Source: an optimization exercise on an open RTL-to-GDS flow (aim: small area, a short achievable clock period and few clock cycles per item). Production flows keep margins and buffers that such runs may drop.
Where RTL was checked, it was by simulation tests only, not by an equivalence proof against the original.

== build 9 ==
==> flow/design.v (excerpt) <==
module grid_liquid_diffusion_step_unit #(
	parameter int MAX_WIDTH   = gdiff_pkg::MAX_WIDTH_DEF,
	parameter int AMOUNT_BITS = gdiff_pkg::AMOUNT_BITS_DEF,
	localparam int DATA_W     = ((AMOUNT_BITS + 7) / 8) * 8
) (
	input  logic                              clk,
	input  logic                              arst_n,
	input  logic                              s_axis_tvalid,
	output logic                              s_axis_tready,
	input  logic [DATA_W-1:0]                 s_axis_tdata,    
	output logic                              m_axis_tvalid,
	input  logic                              m_axis_tready,
	output logic [DATA_W-1:0]                 m_axis_tdata,    
	output logic                              m_axis_tlast,
	input  logic                              cfg_valid,
	output logic                              cfg_ready,
	input  logic [gdiff_pkg::CFG_INDEX_W-1:0] cfg_index,
	input  logic [gdiff_pkg::CFG_DATA_W-1:0]  cfg_data
);
	localparam int AB = AMOUNT_BITS;
	localparam int CW = $clog2(MAX_WIDTH);
	localparam int HB = gdiff_pkg::GRID_H_BITS;
	localparam int D  = gdiff_pkg::OUT_SLOTS;
	localparam int NB = D - 1;
	localparam int PB = (NB > 1) ? $clog2(NB) : 1;
  ...
For scale: about 1,600 flip-flops, about 59 I/O pins, roughly 55,000 sq um of cells after synthesis.
==> flow/config.mk <==
export PLATFORM = sky130hd
export DESIGN_NAME = grid_liquid_diffusion_step_unit
export DESIGN_NICKNAME = grid_liquid_diffusion_step_unit
export VERILOG_FILES = /design/flow/design.v
export SDC_FILE = /design/flow/constraint.sdc
export NUM_CORES = 4
export LEC_CHECK = 0
export CAP_MARGIN = 20
export CORE_MARGIN = 2
export CORE_UTILIZATION = 50
export CTS_CLUSTER_DIAMETER = 100
export CTS_CLUSTER_SIZE = 28
export SETUP_SLACK_MARGIN = 3.75
export SLEW_MARGIN = 20
==> flow/constraint.sdc <==
create_clock -name core_clock -period 7.0 [get_ports {clk}]
set_input_delay 1.4000 -clock core_clock [delete_from_list [all_inputs] [get_ports {clk}]]
set_output_delay 1.4000 -clock core_clock [all_outputs]
set_load 0.01 [all_outputs]
run.sh (not shown) runs the stock make flow with config.mk's settings and CLKGATE_MAP_FILE= SYNTH_SCRIPT=/design/flow/synth_recipe.tcl, a recipe that flattens the netlist after the stock synthesis.
Testbench counts of build 9, summed over its fixed seeds: cycles 6,896, items 6,464.
What build 61 does differently from build 9 at the input level:
-- flow/config.mk --
<<< build 9, line 10
export CORE_UTILIZATION = 50
export CTS_CLUSTER_DIAMETER = 100
export CTS_CLUSTER_SIZE = 28
>>> build 61, line 10
export CORE_UTILIZATION = 40
export CTS_CLUSTER_DIAMETER = 90
export CTS_CLUSTER_SIZE = 30
## What came out
Compared with build 9, build 61 shows a sequential fraction of total cell area that is 0.36 points lower. Comparing build 61 with build 9, the share of layout cells above drive strength 1 came out essentially unchanged. Starting DRC count in detailed routing: build 61 vs build 9 down about 9%.
Input-level comparison between build 45 and build 61:
-- flow/config.mk --
<<< build 61, line 11
export CTS_CLUSTER_DIAMETER = 90
export CTS_CLUSTER_SIZE = 30
>>> build 45, line 11
export CTS_CLUSTER_DIAMETER = 100
export CTS_CLUSTER_SIZE = 28
Findings:
- Between build 61 and build 45, the final area does not differ in any meaningful way.
- [compare] base=build 61 new=build 45: worst hold slack essentially unchanged, post-layout instance count excluding filler cells essentially unchanged.

---

grid_liquid_diffusion_step_unit, a different RTL version from the one above (not shown whole).
Size: roughly 59 I/O pins, about 55,000 µm² of cells after synthesis.
export LEC_CHECK = 0
export CAP_MARGIN = 20
export CORE_MARGIN = 2
export CORE_UTILIZATION = 40
export CTS_CLUSTER_DIAMETER = 100
export CTS_CLUSTER_SIZE = 30
export SETUP_SLACK_MARGIN = 5.0
export SLEW_MARGIN = 20
create_clock -name core_clock -period 7.0 [get_ports {clk}]
Testbench counts at the start, summed over its fixed seeds: cycles 6,896, items 6,464.
Then changed:
Settings changed: SETUP_SLACK_MARGIN 5.0 to 4.5.
Result:
- register-to-register slack improves by 0.04 ns
- clock-buffer cell count fell by 2
- clock skew fell by 0.013 ns
- setup slack improves by 0.043 ns
Then changed:
Settings changed: SETUP_SLACK_MARGIN 4.5 to 3.5.
What happened:
- The changed run went through all stages and came out clean
- die area does not change
- setup slack gets worse by 0.28 ns
- clock skew increases by 0.0073 ns
- critical path depth increases by 2
Then changed:
Settings changed: CTS_CLUSTER_SIZE 30 to 28, SETUP_SLACK_MARGIN 3.5 to 3.75.
What happened: Non-clock buffer count rose by 44; worst hold slack barely changes; worst setup slack gets better by 0.20 ns; design area rose slightly; sequential share of layout area fell by 0.74 points; critical path depth fell by 3; sequential cell count does not change; wire length rose slightly; synthesized area does not change; fmax rose by a few percent.

---

== job 101 ==
grid_liquid_diffusion_step_unit with an RTL version that a note above also has.
For scale: about 4,500 cells after synthesis, ~1,600 flip-flops, about 59 I/O pins, ~55,000 µm² of cells after synthesis.
export LEC_CHECK = 0
export CAP_MARGIN = 20
export CORE_MARGIN = 2
export CORE_UTILIZATION = 40
export CTS_CLUSTER_DIAMETER = 100
export CTS_CLUSTER_SIZE = 28
export SETUP_SLACK_MARGIN = 4.0
export SLEW_MARGIN = 20
create_clock -name core_clock -period 7.0 [get_ports {clk}]
Testbench counts of job 101, summed over its fixed seeds: cycles 6,896, items 6,464.
--- input diff job 101..job 102 ---
Settings: PLACE_DENSITY newly set to 0.7; CORE_UTILIZATION changed from 40 to 55; SETUP_SLACK_MARGIN changed from 4.0 to 3.75.
Notes after the runs:
Ratio of cells with drive above 1 in the final layout came out lower on job 102 than on job 101.
Compared with job 101, job 102 shows a vertical die dimension that is 15% lower.
First-pass GRT wire length ends up higher on job 101.
Comparing job 102 against job 101, there is no change at all in register bit total from synthesis.
The inputs of job 103 differ from those of job 102 as listed below.
Settings: a change of SETUP_SLACK_MARGIN from 3.75 to 3.9; a deleted PLACE_DENSITY that had been 0.7; a change of CORE_UTILIZATION from 55 to 40.
Results
Job 103 vs. job 102: fmax went up by 1.6%.
Between job 103 and job 102, the number of placed instances, taps included is higher for job 103.
Going from job 102 to job 103, worst setup slack increased 0.048 ns; post-detailed-routing wire length increased 4.6%.
Of the two values seen for uppermost layer routed, met4 was produced by job 102 and met5 by job 103.

---

== main ==
grid_liquid_diffusion_step_unit, a different RTL version from the one above (not shown whole).
Size: roughly 4300 cells after synthesis.
clock: 7.0 ns
lec_check: 0
abc_clock_period_in_ps: 2000
cap_margin: 20
core_margin: 2
core_utilization: 40
setup_slack_margin: 4.0
slew_margin: 20
The final layout from main, which completed every stage, passed the timing, design-rule and antenna checks at the end of the flow.
Setup changes, main to the feature branch
- removing ABC_CLOCK_PERIOD_IN_PS (formerly 2000)
- changing SETUP_SLACK_MARGIN from 4.0 to 4.5
==> comparison <==
The wire length reported by the detailed router reported for the feature branch is greater than that of main by 2.2%. Going from main to the feature branch, hold slack fell 0.0057 ns. [compare] base=main new=the feature branch: non-clock buffer count now larger. Layout cell share with drive strength beyond 1 (higher): the feature branch. Setup slack in the feature branch is larger than in main.
No run of this note included a check of the RTL's function; only the layout flow was run.

---

Another version of the RTL of grid_liquid_diffusion_step_unit (not shown whole).
Size: roughly 59 I/O pins.
Design grid_liquid_diffusion_step_unit, start of the top module:
module grid_liquid_diffusion_step_unit #(
	parameter int MAX_WIDTH   = gdiff_pkg::MAX_WIDTH_DEF,
	parameter int AMOUNT_BITS = gdiff_pkg::AMOUNT_BITS_DEF,
	localparam int DATA_W     = ((AMOUNT_BITS + 7) / 8) * 8
) (
	input  logic                              clk,
	input  logic                              arst_n,
	input  logic                              s_axis_tvalid,
	output logic                              s_axis_tready,
	input  logic [DATA_W-1:0]                 s_axis_tdata,    
	output logic                              m_axis_tvalid,
	input  logic                              m_axis_tready,
	output logic [DATA_W-1:0]                 m_axis_tdata,    
	output logic                              m_axis_tlast,
	input  logic                              cfg_valid,
	output logic                              cfg_ready,
	input  logic [gdiff_pkg::CFG_INDEX_W-1:0] cfg_index,
	input  logic [gdiff_pkg::CFG_DATA_W-1:0]  cfg_data
);
make LEC_CHECK=0 CAP_MARGIN=20 CORE_MARGIN=2 CORE_UTILIZATION=40 CTS_CLUSTER_DIAMETER=100 CTS_CLUSTER_SIZE=24 SETUP_SLACK_MARGIN=4.0 SLEW_MARGIN=20 finish   # period 7.0 ns
The baseline went through all stages and came out clean.
Testbench counts at the start, summed over its fixed seeds: cycles 6,896, items 6,464.
Edit:
Settings changed: CTS_CLUSTER_SIZE 24 to 30.
Result:
- via count went down by 0.37%
- hold slack is better by 0.0097 ns
- critical path depth stays the same
- setup slack improves by 0.056 ns
- final cell count is lower by 0.54%
- first-iteration DRC count rises by 0.58%
- global-route usage barely changes
Edit:
Settings changed: CTS_CLUSTER_DIAMETER 100 to default, CTS_CLUSTER_SIZE 30 to default, SETUP_SLACK_MARGIN 4.0 to 4.5.
=> Clock-buffer cell count grows by 136. Setup slack barely changes. Die area stays the same. Non-clock buffer count grows by 181. Cell area grows by about 10%. Wire length grows by 7.1%. Final cell count grows by about 6%.

---

grid_liquid_diffusion_step_unit, a different RTL version from the one above (not shown whole).
Size: roughly 1600 flip-flops, ~55000 µm² of cells after synthesis.
## grid_liquid_diffusion_step_unit
module grid_liquid_diffusion_step_unit #(
	parameter int MAX_WIDTH   = gdiff_pkg::MAX_WIDTH_DEF,
	parameter int AMOUNT_BITS = gdiff_pkg::AMOUNT_BITS_DEF,
	localparam int DATA_W     = ((AMOUNT_BITS + 7) / 8) * 8
) (
	input  logic                              clk,
	input  logic                              arst_n,
	input  logic                              s_axis_tvalid,
	output logic                              s_axis_tready,
	input  logic [DATA_W-1:0]                 s_axis_tdata,    
	output logic                              m_axis_tvalid,
	input  logic                              m_axis_tready,
	output logic [DATA_W-1:0]                 m_axis_tdata,    
	output logic                              m_axis_tlast,
	input  logic                              cfg_valid,
	output logic                              cfg_ready,
	input  logic [gdiff_pkg::CFG_INDEX_W-1:0] cfg_index,
	input  logic [gdiff_pkg::CFG_DATA_W-1:0]  cfg_data
);
	localparam int AB = AMOUNT_BITS;
	localparam int CW = $clog2(MAX_WIDTH);
	localparam int HB = gdiff_pkg::GRID_H_BITS;
	localparam int D  = gdiff_pkg::OUT_SLOTS;
	localparam int NB = D - 1;
	localparam int PB = (NB > 1) ? $clog2(NB) : 1;
	localparam int RW = $clog2(D + 2);
	localparam int ZW = gdiff_pkg::ZW;
	localparam int SW = ZW + 2;
  ...
Settings: LEC_CHECK=0, CAP_MARGIN=20, CORE_MARGIN=2, CORE_UTILIZATION=40, CTS_CLUSTER_DIAMETER=100, CTS_CLUSTER_SIZE=28, SETUP_SLACK_MARGIN=3.9, SLEW_MARGIN=20; clock period 7.0 ns.
Testbench counts at the start, summed over its fixed seeds: cycles 6,896, items 6,464.
==> next run, changes <==
--- a/flow/config.mk
+++ b/flow/config.mk
@@ -13 +13 @@
-export SETUP_SLACK_MARGIN = 3.9
+export SETUP_SLACK_MARGIN = 3.75
After rerunning: Die area is unchanged; utilization fell by 0.78 points; routed wire length goes down by 3.4%; setup slack improves by 0.048 ns.
==> next run, changes <==
--- a/flow/config.mk
+++ b/flow/config.mk
@@ -13 +13 @@
-export SETUP_SLACK_MARGIN = 3.75
+export SETUP_SLACK_MARGIN = 3.8
Result: Hold slack is worse by 0.0063 ns; clock skew came out higher by 0.0051 ns; global-route usage climbs by 0.13 points.
==> next run, changes <==
--- a/flow/config.mk
+++ b/flow/config.mk
@@ -7,0 +8 @@
+export ABC_AREA = 1
@@ -13 +14 @@
-export SETUP_SLACK_MARGIN = 3.8
+export SETUP_SLACK_MARGIN = 3.75
=>
- The changed run completed with no timing, DRC or antenna violations
- final cell count rose by 10%
- synthesized area came out higher by 0.73%
- routed wire length goes up by 8.0%
- via count is higher by 9.2%

[afterwards: timing with drivers on the ports]
The results above use ideal ports. As a check the final layouts listed here were re-extracted and re-timed, cells and wires unchanged. Step 1 assumes that a clkbuf_16 drives the clock port and a buf_2 every other input. Step 2, shift: input delay + t, output delay - t, t = (earliest + latest rising clock arrival at the registers) / 2. This alone moves slack from input paths to output paths. Slacks: ideal ports / drivers / drivers and shift; pairs: ideal ports / drivers.
| run | t (ns) | setup WS [ns] | latest minus earliest clock arrival (ns) |
|---|---|---|---|
| build 9 | 0.736 | 3.799 / 3.799 / 3.192 | 0.048 / 0.049 |
| build 61 | 0.738 | 3.812 / 3.812 / 3.145 | 0.036 / 0.036 |
| build 45 | 0.738 | 3.822 / 3.853 / 3.132 | 0.047 / 0.047 |
| the first run of note 2 | 0.760 | 3.861 / 3.861 / 3.675 | 0.048 / 0.048 |
| the second run of note 2 | 0.768 | 3.904 / 3.904 / 3.479 | 0.052 / 0.051 |
| the third run of note 2 | 0.743 | 3.627 / 3.627 / 3.003 | 0.049 / 0.048 |
| the fourth run of note 2 | 0.747 | 3.826 / 3.826 / 3.245 | 0.032 / 0.032 |
| job 101 | 0.762 | 3.909 / 3.909 / 3.370 | 0.041 / 0.042 |
| job 102 | 0.720 | 3.839 / 3.813 / 3.164 | 0.037 / 0.036 |
| job 103 | 0.756 | 3.887 / 3.887 / 3.309 | 0.033 / 0.033 |
| main | 0.833 | 2.965 / 2.965 / 2.965 | 0.066 / 0.065 |
| the feature branch | 0.828 | 3.051 / 3.051 / 3.051 | 0.040 / 0.039 |
| the first run of note 5 | 0.754 | 3.506 / 3.504 / 2.750 | 0.027 / 0.027 |
| the second run of note 5 | 0.746 | 3.563 / 3.566 / 2.820 | 0.041 / 0.041 |
| the third run of note 5 | 0.842 | 3.564 / 3.573 / 2.731 | 0.052 / 0.052 |
| the first run of note 6 | 0.755 | 3.792 / 3.792 / 3.338 | 0.040 / 0.040 |
| the second run of note 6 | 0.756 | 3.841 / 3.840 / 3.228 | 0.033 / 0.033 |
| the third run of note 6 | 0.740 | 3.801 / 3.801 / 3.249 | 0.036 / 0.037 |
| the fourth run of note 6 | 0.776 | 3.811 / 3.808 / 3.161 | 0.029 / 0.029 |
After both steps setup and hold are still met in every run listed. For the third run of note 5, which loses most, drivers alone change the setup slack by +0.009 ns; drivers and shift together by -0.833 ns.
